Background: an optimization exercise with open tools, aiming at small area and a short achievable clock period. Do not read the settings as production practice. Only simulation tests tie the RTL to the original design; equivalence was not proved. No activity file was given, so power comes from the tool's default toggle rates.

<file path="design/flow/design.v">
package spi_ram_pkg;
    localparam logic [1:0] WR_ADDR = 2'b00;
    localparam logic [1:0] WR_DATA = 2'b01;
    localparam logic [1:0] RD_ADDR = 2'b10;
    localparam logic [1:0] RD_DATA = 2'b11;
    typedef enum logic [1:0] {
        StIdle    = 2'b00,
        StWrReady = 2'b01,
        StRdReady = 2'b10
    } state_e;
endpackage
module spi_ram_mem #(
    parameter int unsigned MEM_DEPTH = 256,
    parameter int unsigned ADDR_SIZE = 8
) (
    input  logic                 clk,
    input  logic                 rst_n,
    input  logic                 we_i,
    input  logic [ADDR_SIZE-1:0] waddr_i,
    input  logic                 wpend_i,
    input  logic [7:0]           wdata_i,
    input  logic                 re_i,
    input  logic [7:0]           rsel0_i,
    input  logic [7:0]           rsel1_i,
    input  logic [1:0]           rhi_i,
    output logic [7:0]           rdata_o
);
    logic [8*MEM_DEPTH-1:0] mem_q;
    logic                   t_q;
    logic [15:0]            whi_n_q;    
    logic [15:0]            wlo_n_q;    
    logic [7:0]             col_q;
    logic [31:0]            cand_q;
    logic [7:0]             rdata_q;
    always_ff @(posedge clk) begin
        t_q <= !t_q;
        for (int i = 0; i < 16; i++) begin
            whi_n_q[i] <= !((we_i && (waddr_i[7:4] == 4'(i))) || (wpend_i && !whi_n_q[i]));
            wlo_n_q[i] <= wpend_i ? wlo_n_q[i] : (waddr_i[3:0] != 4'(i));
        end
        for (int b = 0; b < 8; b++) col_q[b] <= !wpend_i || (wdata_i[b] ^ !t_q);
    end
    logic [MEM_DEPTH-1:0] row;
    always_comb begin
        for (int r = 0; r < MEM_DEPTH; r++) row[r] = !whi_n_q[r / 16] && !wlo_n_q[r % 16];
    end
    always_ff @(posedge clk) begin
        for (int r = 0; r < MEM_DEPTH; r++)
            for (int b = 0; b < 8; b++)
                mem_q[8*r + b] <= !((row[r] && col_q[b]) || mem_q[8*r + b]);
    end
    logic [7:0]  l1 [32];
    logic [31:0] cand;
    always_comb begin
        for (int g = 0; g < 32; g++) begin
            l1[g] = '0;
            for (int i = 0; i < 8; i++) l1[g] = l1[g] | ({8{rsel0_i[i]}} & mem_q[8*(8*g+i) +: 8]);
        end
        for (int c = 0; c < 4; c++) begin
            cand[8*c +: 8] = '0;
            for (int i = 0; i < 8; i++) cand[8*c +: 8] = cand[8*c +: 8] | ({8{rsel1_i[i]}} & l1[8*c+i]);
        end
    end
    always_ff @(posedge clk) cand_q <= cand;
    always_ff @(posedge clk) begin
        if (!rst_n)    rdata_q <= 8'h00;
        else if (re_i) rdata_q <= cand_q[8*rhi_i +: 8] ^ {8{!t_q}};
    end
    assign rdata_o = rdata_q;
endmodule
module spi_ram_ctrl #(
    parameter int unsigned MEM_DEPTH = 256,
    parameter int unsigned ADDR_SIZE = 8
) (
    input  logic       clk,
    input  logic       rst_n,
    input  logic [9:0] din,
    input  logic       rx_valid,
    output logic [7:0] dout,
    output logic       tx_valid
    ,
    output logic       err
);
    logic                 rx_q;
    logic                 wr_rdy_q;
    logic                 rd_rdy_q;
    logic [ADDR_SIZE-1:0] wr_addr_q;
    logic [7:0]           rd_s0_q;
    logic [7:0]           rd_s1_q;
    logic [1:0]           rd_hi_q;
    logic                 wpend_q;    
    logic [7:0]           wdata_q;    
    logic                 tx_valid_q;
    logic                 err_q;
    logic                 cmd_edge;
    logic [1:0]           opcode;
    logic                 wr_exec;
    logic                 rd_exec;
    logic                 cmd_illegal;
    always_comb begin
        cmd_edge = rst_n && rx_valid && !rx_q;
        opcode   = din[9:8];
        wr_exec     = cmd_edge && (opcode == spi_ram_pkg::WR_DATA) && wr_rdy_q;
        rd_exec     = cmd_edge && (opcode == spi_ram_pkg::RD_DATA) && rd_rdy_q;
        cmd_illegal = cmd_edge && (((opcode == spi_ram_pkg::WR_DATA) && !wr_rdy_q) ||
                                   ((opcode == spi_ram_pkg::RD_DATA) && !rd_rdy_q));
    end
    always_ff @(posedge clk) begin
        wdata_q <= din[7:0];
        wpend_q <= wr_exec;
    end
    always_ff @(posedge clk) begin
        if (!rst_n) begin
            rx_q       <= 1'b0;
            wr_rdy_q   <= 1'b0;
            rd_rdy_q   <= 1'b0;
            wr_addr_q  <= '0;
            rd_s0_q    <= 8'h01;
            rd_s1_q    <= 8'h01;
            rd_hi_q    <= 2'b00;
            tx_valid_q <= 1'b0;
            err_q      <= 1'b0;
        end else begin
            rx_q       <= rx_valid;
            tx_valid_q <= rd_exec;
            if (wpend_q) wr_addr_q <= wr_addr_q + 1'b1;
            if (cmd_edge) begin
                case (opcode)
                    spi_ram_pkg::WR_ADDR: begin
                        wr_addr_q <= din[ADDR_SIZE-1:0];
                        wr_rdy_q  <= 1'b1;
                        rd_rdy_q  <= 1'b0;
                    end
                    spi_ram_pkg::RD_ADDR: begin
                        rd_s0_q   <= 8'h01 << din[2:0];
                        rd_s1_q   <= 8'h01 << din[5:3];
                        rd_hi_q   <= din[7:6];
                        wr_rdy_q  <= 1'b0;
                        rd_rdy_q  <= 1'b1;
                    end
                    spi_ram_pkg::RD_DATA: begin
                        if (rd_exec) rd_rdy_q <= 1'b0;
                    end
                    default: ;
                endcase
            end
            if (cmd_illegal) err_q <= 1'b1;
        end
    end
    spi_ram_mem #(
        .MEM_DEPTH (MEM_DEPTH),
        .ADDR_SIZE (ADDR_SIZE)
    ) u_mem (
        .clk     (clk),
        .rst_n   (rst_n),
        .we_i    (wr_exec),
        .waddr_i (wr_addr_q),
        .wpend_i (wpend_q),
        .wdata_i (wdata_q),
        .re_i    (rd_exec),
        .rsel0_i (rd_s0_q),
        .rsel1_i (rd_s1_q),
        .rhi_i   (rd_hi_q),
        .rdata_o (dout)
    );
    assign tx_valid = tx_valid_q;
    assign err = err_q;
endmodule
</file>
<file path="design/flow/flow/run.sh">
#!/bin/bash
set -euo pipefail
export MAKEFLAGS='BUFFER_PORTS_ARGS=-buffer_cell\ sky130_fd_sc_hd__buf_4'
bash standard.sh finish > flow_make.log 2>&1
</file>
<file path="design/flow/standard.sh">
#!/bin/bash
# synth_recipe.tcl (not shown) runs the flow's synth.tcl, then flattens the netlist and writes it again
# the make line also repeats each setting of config.mk as NAME=value (left out here)
make -C /OpenROAD-flow-scripts/flow DESIGN_CONFIG=/design/flow/config.mk WORK_HOME=/design/flow/orfs CLKGATE_MAP_FILE= SYNTH_SCRIPT=/design/flow/synth_recipe.tcl "${@:-finish}"
</file>
<file path="design/flow/config.mk">
export PLATFORM = sky130hd
export DESIGN_NAME = spi_ram_ctrl
export DESIGN_NICKNAME = spi_ram_ctrl
export VERILOG_FILES = /design/flow/design.v
export SDC_FILE = /design/flow/constraint.sdc
export NUM_CORES = 4
export LEC_CHECK = 0
export CAP_MARGIN = 10
export CORE_MARGIN = 2
export CORE_UTILIZATION = 60
export CTS_BUF_LIST = sky130_fd_sc_hd__clkbuf_16
export CTS_CLUSTER_DIAMETER = 90
export CTS_CLUSTER_SIZE = 30
export PLACE_DENSITY = 0.68
export SETUP_SLACK_MARGIN = 2.4
export SLEW_MARGIN = 10
</file>
<file path="design/flow/constraint.sdc">
create_clock -name core_clock -period 4.5 [get_ports {clk}]
set_input_delay 0.9000 -clock core_clock [delete_from_list [all_inputs] [get_ports {clk}]]
set_output_delay 0.9000 -clock core_clock [all_outputs]
set_load 0.01 [all_outputs]
</file>
==> impl_metrics.yaml, run 1 <==
sta:
  tightest_slew_ns: 1.27
  rsz0062_at_grt: "yes"
  hold_violations: 0
  fmax_mhz: 454
  fin_crit_sh: 0.490
  slew_viol_final: 0
  setup_viol: 0
  fin_tns_setup_ns: 0
  finClkSkew_ns: 0.0343
  slew_headroom: 0.154
  min_period_ns: 2.20
synth:
  synth_most_common_cell: "dfxtp_1"
  ys.flop_type: "dfxtp_1"
  syn_nets: 6726
  seq_area_frac_synth: 0.632
  synthTopCellsByCount: "dfxtp_1, a21oi_1, a22oi_1, clkbuf_1, nand4_1"
  synth_edf_count: 16
  synth_area_leader_cell: "dfxtp_1"
  yosysTopAreaCellShare: 0.625
  async_flop_share: 0
  avgSynthCellArea_um2: 10.3
  ys_types: 41
  ys_warn_count: 3
  synth_area_um2: 68900
  synth_area_leaders: "dfxtp_1, a21oi_1, a22oi_1, nand4_1, clkbuf_1"
  ys_ff_latch: 2169
  syn_inst: 6709
critical_path:
  regToRegStartpoint: "u_mem.wlo_n_q[7]"
  critical_path.max_fanout: 9
  cp-end-kind: "flop"
  cp-start-kind: "flop"
  reg2reg_slack_ns: 2.30
  critical_path.startpoint: "u_mem.wlo_n_q[7]"
  r2r_cells: 3
  critPathArrivalTime_ns: 2.76
  crit_required_ns: 5.06
  timing.rr.end: "u_mem.mem_q[571]"
  crit_end: "u_mem.mem_q[571]"
  worst-setup-path-type: "flop to flop"
global_route:
  grt_usage: 0.356
  grt_pass1_wl_mm: 321
  grt_max_degree: 145
  overflow: 0
  grt_pass1_vias: 50700
  antenna_found_initial: 14
detailed_routing:
  routed_via_density: 6.93
  first_pass_iters: 7
  route.detailed.drc: 0
  antenna_left: 0
  drt_wl_total_mm: 219
  wl_per_cell_um: 27.8
  vias: 54600
  drtIter0Drc: 7904
clock_tree:
  cts_buffers: 82
  cts_hold_buf: 0
  cts_root_buffer: "clkbuf_16"
  clk_latency_ns: 0.72
  htree_levels: 3
  clkSlewWorstSetupHoldPaths_ns: 0.11
  cts_tree: "built"
  cts.sink_count: 2169
  max-clock-path-buffers: 3
placement:
  port_buffers: 22
  hpwlAfterDp_mm: 120
  gp_congestion: 0.841
final_layout:
  final_layout_size_suffix_gt1_frac: 0.0470
  fin_nets: 6348
  areaGrowthSynthToFinish_pct: 5.33
  fill_cells: 9295
floorplanning:
  die_w_um: 343
  io_pins: 23
  start_util: 0.604
  die_h_um: 343
  core_um2: 114000
  rows: 124
  die_area_um2: 118000
status:
  status: "no timing/DRC/antenna violations"
power_and_ir_drop:
  p_leak_uw: 0.0286
  peakVddDrop_uv: 345
  p_total_uw: 29000
  powerDensity_nw_per_um2: 400
job:
  drv_cap: 0
min_path:
  min_path_type: "primary input to flop"
-- layout make-up --
cell class,instances,area (um^2),share of cell area
inverter,11,41.3,0.000569
antenna,12,30.0,0.000414
timing repair buffer,115,1520,0.0209
multi-input combinational,3952,23200,0.320
clock inverter,11,62.6,0.000862
clock buffer,87,2180,0.0300
sequential,2169,43700,0.601
tap,1512,1890,0.0261
-- placed cells by master (no fill, tap or decap), types with 11 or more instances in the layout --
master     Yosys  layout
nand2_1       55      55
a22oi_1     1152    1132
dfxtp_4        0      16
clkbuf_16      0      89
inv_1         10      19
xnor2_1       11      11
xor2_1        12      12
buf_12         0      27
nor2_1       271     245
dfxtp_2        0      19
edfxtp_1      16      16
nor2_2         0      26
nand4_1      293     293
dfxtp_1     2153    2118
a2bb2oi_1     12      12
a21oi_1     2068    2068
buf_4          1      61
a22oi_2        0      20
diode_2        0      12
buf_6          0      13
-- what timing repair did --
| action | CTS | global route |
|---|---|---|
| buffers inserted | 8 | 12 |
| gates resized for setup | 41 | 37 |
| setup endpoints to repair | 106 | 189 |
| cloned | 2 | 2 |
| pin swaps | 1 | 2 |
-- where the power goes --
part / internal (uW) / total [uW] / switching, uW / leakage (uW)
registers: 19200 / 19300 / 83.0 / 0.0183
logic: 182 / 489 / 307 / 0.00918
clock network: 3510 / 9230 / 5710 / 0.00113
-- metrics by stage --
step           hold slack [ns]  area (um^2)   util  std cells  worst slack (ns)
5_1_grt                  0.291        72600  0.636       7863              2.29
3_5_place_dp             0.400        69600  0.610       7735              1.96
3_3_place_gp             0.396        69600  0.610       7735              1.94
4_1_cts                  0.293        72300  0.633       7843              2.31
2_1_floorplan            0.389        68900      -       6709              2.61
6_report                 0.325        72600  0.636       7869              2.30
-- registers in the layout (all words and copies together), names as in the netlist --
signal	flops
u_mem.mem_q	2048
u_mem.cand_q	32
u_mem.whi_n_q	16
u_mem.wlo_n_q	16
rd_s0_q	8
rd_s1_q	8
u_mem.col_q	8
u_mem.rdata_q	8
wdata_q	8
wr_addr_q	8
rd_hi_q	2
err_q	1
rd_rdy_q	1
rx_q	1
tx_valid_q	1
u_mem.t_q	1
wpend_q	1
wr_rdy_q	1
-- layer usage --
layer,vias up,share of wire,GRT usage
li1,24200,-,-
met5,-,0.00019,0
met3,471,0.10,0.0597
met1,26800,0.42,0.513
met2,3092,0.44,0.535
met4,6,0.039,0.139
-- critical path: stages (launching register included) --
cell	delay, ns
edfxtp_1	0.81
buf_4	0.41
nor2_1	0.65
a21oi_1	0.15
-- how the worst min path moves through the flow --
stage	start	end	slack [ns]	cells past startpoint
final	din[6]	wdata_q[6]	0.32	1
after global routing	din[6]	wdata_q[6]	0.29	1
after CTS	din[6]	wdata_q[6]	0.29	1
after detailed placement	u_mem.mem_q[1209]	u_mem.mem_q[1209]	0.40	1
after global placement	u_mem.mem_q[1072]	u_mem.mem_q[1072]	0.40	1
after floorplan	u_mem.mem_q[1000]	u_mem.mem_q[1000]	0.39	1
-- logic make-up after synthesis --
logic type | share of synthesized area
flops | 0.632
fa+ha+maj | 0.000726
buf+inv | 0.0333
simple gates | 0.0486
xor+xnor | 0.00292
mux | 0.00261
compound gates | 0.280
==> run 2, diff against run 1 <==
--- a/design/flow/design.v
+++ b/design/flow/design.v
@@ -20,8 +20,8 @@
     input  logic                 wpend_i,
     input  logic [7:0]           wdata_i,
     input  logic                 re_i,
-    input  logic [7:0]           rsel0_i,
-    input  logic [7:0]           rsel1_i,
+    input  logic [7:0]           rsel0_n_i,
+    input  logic [7:0]           rsel1_n_i,
     input  logic [1:0]           rhi_i,
     output logic [7:0]           rdata_o
 );
@@ -54,17 +54,18 @@
     always_comb begin
         for (int g = 0; g < 32; g++) begin
             l1[g] = '0;
-            for (int i = 0; i < 8; i++) l1[g] = l1[g] | ({8{rsel0_i[i]}} & mem_q[8*(8*g+i) +: 8]);
+            for (int i = 0; i < 8; i++)
+                l1[g] = l1[g] | ({8{!rsel0_n_i[i]}} & ~mem_q[8*(8*g+i) +: 8]);
         end
         for (int c = 0; c < 4; c++) begin
             cand[8*c +: 8] = '0;
-            for (int i = 0; i < 8; i++) cand[8*c +: 8] = cand[8*c +: 8] | ({8{rsel1_i[i]}} & l1[8*c+i]);
+            for (int i = 0; i < 8; i++) cand[8*c +: 8] = cand[8*c +: 8] | ({8{!rsel1_n_i[i]}} & l1[8*c+i]);
         end
     end
     always_ff @(posedge clk) cand_q <= cand;
     always_ff @(posedge clk) begin
         if (!rst_n)    rdata_q <= 8'h00;
-        else if (re_i) rdata_q <= cand_q[8*rhi_i +: 8] ^ {8{!t_q}};
+        else if (re_i) rdata_q <= cand_q[8*rhi_i +: 8] ^ {8{t_q}};
     end
     assign rdata_o = rdata_q;
 endmodule
@@ -85,8 +86,8 @@
     logic                 wr_rdy_q;
     logic                 rd_rdy_q;
     logic [ADDR_SIZE-1:0] wr_addr_q;
-    logic [7:0]           rd_s0_q;
-    logic [7:0]           rd_s1_q;
+    logic [7:0]           rd_s0_n_q;
+    logic [7:0]           rd_s1_n_q;
     logic [1:0]           rd_hi_q;
     logic                 wpend_q;    
     logic [7:0]           wdata_q;    
@@ -115,8 +116,8 @@
             wr_rdy_q   <= 1'b0;
             rd_rdy_q   <= 1'b0;
             wr_addr_q  <= '0;
-            rd_s0_q    <= 8'h01;
-            rd_s1_q    <= 8'h01;
+            rd_s0_n_q  <= 8'hfe;
+            rd_s1_n_q  <= 8'hfe;
             rd_hi_q    <= 2'b00;
             tx_valid_q <= 1'b0;
             err_q      <= 1'b0;
@@ -132,8 +133,8 @@
                         rd_rdy_q  <= 1'b0;
                     end
                     spi_ram_pkg::RD_ADDR: begin
-                        rd_s0_q   <= 8'h01 << din[2:0];
-                        rd_s1_q   <= 8'h01 << din[5:3];
+                        rd_s0_n_q <= ~(8'h01 << din[2:0]);
+                        rd_s1_n_q <= ~(8'h01 << din[5:3]);
                         rd_hi_q   <= din[7:6];
                         wr_rdy_q  <= 1'b0;
                         rd_rdy_q  <= 1'b1;
@@ -158,8 +159,8 @@
         .wpend_i (wpend_q),
         .wdata_i (wdata_q),
         .re_i    (rd_exec),
-        .rsel0_i (rd_s0_q),
-        .rsel1_i (rd_s1_q),
+        .rsel0_n_i (rd_s0_n_q),
+        .rsel1_n_i (rd_s1_n_q),
         .rhi_i   (rd_hi_q),
         .rdata_o (dout)
     );
==> design/flow/config.mk (replaced) <==
export PLATFORM = sky130hd
export DESIGN_NAME = spi_ram_ctrl
export DESIGN_NICKNAME = spi_ram_ctrl
export VERILOG_FILES = /design/flow/design.v
export SDC_FILE = /design/flow/constraint.sdc
export NUM_CORES = 4
export LEC_CHECK = 0
export CAP_MARGIN = 20
export CORE_MARGIN = 2
export CORE_UTILIZATION = 60
export CTS_BUF_LIST = sky130_fd_sc_hd__clkbuf_16
export CTS_CLUSTER_DIAMETER = 90
export CTS_CLUSTER_SIZE = 30
export PLACE_DENSITY = 0.68
export SETUP_SLACK_MARGIN = 2.5
export SLEW_MARGIN = 20
==> run 2 against run 1 <==
  * Global-route usage increased by 4.6 points
  * Count of clock-buffer cells in the layout did not move
  * Sequential power barely moved
  * Clock power rose by 1%
  * Final cell count increased by 3.6%
  * Combinational power down 12%
  * Critical path depth grew 5
  * Highest routed layer unchanged
  * Clock skew down 0.0039 ns
  * Register-to-register slack worse by 0.18 ns
  * Wire length is 15% higher
==> impl_metrics.yaml, run 2 <==
status:
  status: "no timing/DRC/antenna violations"
sta:
  fmax_mhz: 420
  min_period_ns: 2.38
  rsz0062_at_grt: "yes"
  fin_tns_setup_ns: 0
  setup_viol: 0
  slew_viol_final: 0
  fin_crit_sh: 0.529
  slew_headroom: 0.274
  tightest_slew_ns: 1.09
  finClkSkew_ns: 0.0304
  hold_violations: 0
synth:
  synthTopCellsByCount: "dfxtp_1, a21oi_1, o22ai_1, clkbuf_1, nor2_1"
  synth_edf_count: 16
  seq_area_frac_synth: 0.641
  ys_types: 39
  syn_inst: 6706
  avgSynthCellArea_um2: 10.1
  ys_warn_count: 3
  synth_area_leaders: "dfxtp_1, a21oi_1, o22ai_1, nor4_1, clkbuf_1"
  yosysTopAreaCellShare: 0.634
  synth_most_common_cell: "dfxtp_1"
  syn_nets: 6723
  synth_area_leader_cell: "dfxtp_1"
  async_flop_share: 0
  synth_area_um2: 68000
  ys_ff_latch: 2169
  ys.flop_type: "dfxtp_1"
critical_path:
  slowest_delay_ns: 0.60
  cp-end-kind: "flop"
  cpMaxStageDelayCell: "or4_1"
  critical_path.max_fanout: 7
  critPathArrivalTime_ns: 2.98
  cp-start-kind: "flop"
  worst-setup-path-type: "flop to flop"
  crit_required_ns: 5.10
  cp_cell_sequence: "buf_12 -> buf_16 -> buf_4 -> clkbuf_16 -> o22ai_1 -> nor4_2 -> o22ai_2 -> or4_1"
final_layout:
  final_common_cell: "dfxtp_1"
  top_register: "u_mem.mem_q"
  fill_cells: 8270
  largest_reg_flops: 2048
  fin_nets: 6643
  multi_input_area_um2: 23900
  top_regs: "u_mem.mem_q (2048), u_mem.cand_q (32)"
  final_cell_mix: "dfxtp_1, a21oi_1, o22ai_1"
  stdcell_count: 8156
  final_layout_size_suffix_gt1_frac: 0.130
  register_area_um2: 43700
  areaGrowthSynthToFinish_pct: 15.1
global_route:
  grt_max_degree: 161
  grt_usage: 0.401
  grt_pass1_vias: 53700
  overflow: 0
  antenna_found_initial: 22
  grt_pass1_wl_mm: 354
placement:
  hpwlAfterDp_mm: 131
  port_buffers: 22
  gp_congestion: 0.873
  placed_cells: 7796
clock_tree:
  clk_latency_ns: 0.74
  max-clock-path-buffers: 3
  clkSlewWorstSetupHoldPaths_ns: 0.12
  cts_buffers: 82
  cts.sink_count: 2169
  htree_levels: 3
  cts_root_buffer: "clkbuf_16"
  cts_tree: "built"
detailed_routing:
  drtIter0Drc: 8474
  wl_per_cell_um: 30.7
  drt_wl_total_mm: 250
  vias: 58200
  routed_via_density: 7.14
  antenna_left: 0
  first_pass_iters: 8
  route.detailed.drc: 0
floorplanning:
  die_area_um2: 116000
  core_um2: 112000
  io_pins: 23
  die_h_um: 341
  die_w_um: 341
  rows: 123
  start_util: 0.605
min_path:
  min_path_type: "primary input to flop"
power_and_ir_drop:
  powerDensity_nw_per_um2: 372
  peakVddDrop_uv: 329
  p_leak_uw: 0.0311
job:
  drv_cap: 0
==> run 2: cell types whose count changed after synthesis, sizes merged, moves of 8 or more <==
cell,previous run,this run
a21oi,2068,2054
nor2,271,294
nand2,55,28
or4,0,32
nor4,2,258
a211oi,6,14
buf,123,248
a22oi,1152,0
o22ai,0,1152
clkbuf,454,330
nand4,293,3
==> run 2: worst max-delay path: cells and delay by family (launching register included) <==
family                 cells  cell delay, ns
and+or+nand+nor            2            0.91
DFF                        1            0.40
buffers and inverters      4            0.64
AOI/OAI and AO/OA          2            0.27
==> run 2: kinds of logic (layout without fill, tap and decap cells) <==
group                    count (synthesis)  count (layout)  synth area share
multiplexers                             8               8           0.00265
XOR/XNOR                                23              23           0.00296
other                                    0              15                 0
buffers and inverters                  589             524            0.0412
AND/OR/NAND/NOR                        658             658            0.0496
AO/OA/AOI/OAI                         3255            3255             0.262
adder cells (fa/ha/maj)                  4               4          0.000736
flip-flops                            2169            2169             0.641
==> run 2: cell type report <==
class / instances / area share
Timing Repair inverter: 1 / 0.0000639
Antenna cell: 15 / 0.000480
Multi-Input combinational cell: 3948 / 0.305
Clock buffer: 87 / 0.0278
Clock inverter: 12 / 0.000847
Tap cell: 1500 / 0.0240
Inverter: 11 / 0.000575
Sequential cell: 2169 / 0.558
Timing Repair Buffer: 413 / 0.0827
==> run 2: layer usage <==
metal | up-vias | global-route usage | routed length [um] | share of wire
met5 | - | 0 | 167 | 0.00067
met4 | 24 | 0.251 | 19100 | 0.077
met3 | 1011 | 0.0875 | 28800 | 0.11
met2 | 4053 | 0.601 | 107000 | 0.43
met1 | 28200 | 0.530 | 94900 | 0.38
li1 | 24900 | - | - | -
==> run 2: per-stage QoR <==
step | worst slack [ns] | power [uW] | util | cell area [um^2] | hold WS [ns]
floorplan | 2.51 | 19900 | - | 68000 | 0.390
global placement | 1.42 | 20100 | 0.613 | 69000 | 0.359
detailed placement | 1.41 | 20100 | 0.613 | 69000 | 0.368
CTS | 2.24 | 29000 | 0.676 | 76000 | 0.297
global route | 2.13 | 29700 | 0.695 | 78200 | 0.304
finish | 2.12 | 29100 | 0.696 | 78300 | 0.322
==> run 2: timing repair <==
action / 4_1_cts / 5_1_grt
hold buffers: 0 / 0
gates resized for setup: 420 / 179
gates cloned: 40 / 26
setup buffers: 110 / 70
pin swaps: 124 / 117
setup endpoints to repair: 209 / 172
endpoints found under the hold margin: 0 / 0
==> run 2: path summary, 6_finish.rpt <==
| check | from | end | slack, ns | depth (start not counted) |
|---|---|---|---|---|
| min reg2reg | u_mem.t_q | u_mem.t_q | 0.40 | 1 |
| max | rd_s0_n_q[5] | u_mem.cand_q[13] | 2.12 | 8 |
| max reg2reg | rd_s0_n_q[5] | u_mem.cand_q[13] | 2.12 | 8 |
| min | din[7] | wdata_q[7] | 0.32 | 1 |
==> run 2: power breakdown <==
group          switching (uW)  internal (uW)  total (uW)
Combinational             265            167         432
Sequential               95.3          19200       19300
Clock                    5810           3520        9330

==> afterwards: timing with drivers on the ports <==
No port has a modelled driver above. Below, the same layouts with a new extraction and two added sets of constraints.
Step 1, drivers: a clkbuf_16 drives clk and a buf_2 each remaining input, both assumed.
Step 2 moves the port delays by t, midway between the first and last clock arrival at a register: inputs arrive t later, outputs are due t later. That takes back most of the time a late clock gives input paths.
a / b / c = ideal / step 1 / step 2; a / b = the first two.
| run | t, ns | slack for setup (ns) | worst hold slack (ns) | slew at the worst register clock pin (ns) | worst slew at a driven data input, ns |
|---|---|---|---|---|---|
| run 1 | 0.782 | 2.297 / 2.297 / 1.915 | 0.325 / 0.345 / 0.412 | 0.12 / 0.12 | 0.17 |
| run 2 | 0.800 | 2.121 / 2.121 / 1.729 | 0.322 / 0.277 / 0.397 | 0.12 / 0.12 | 0.22 |
After both steps setup and hold are still met in every run listed. The setup slack of run 2, which loses most, moves by 0.000 ns with the drivers and by -0.392 ns with both steps.
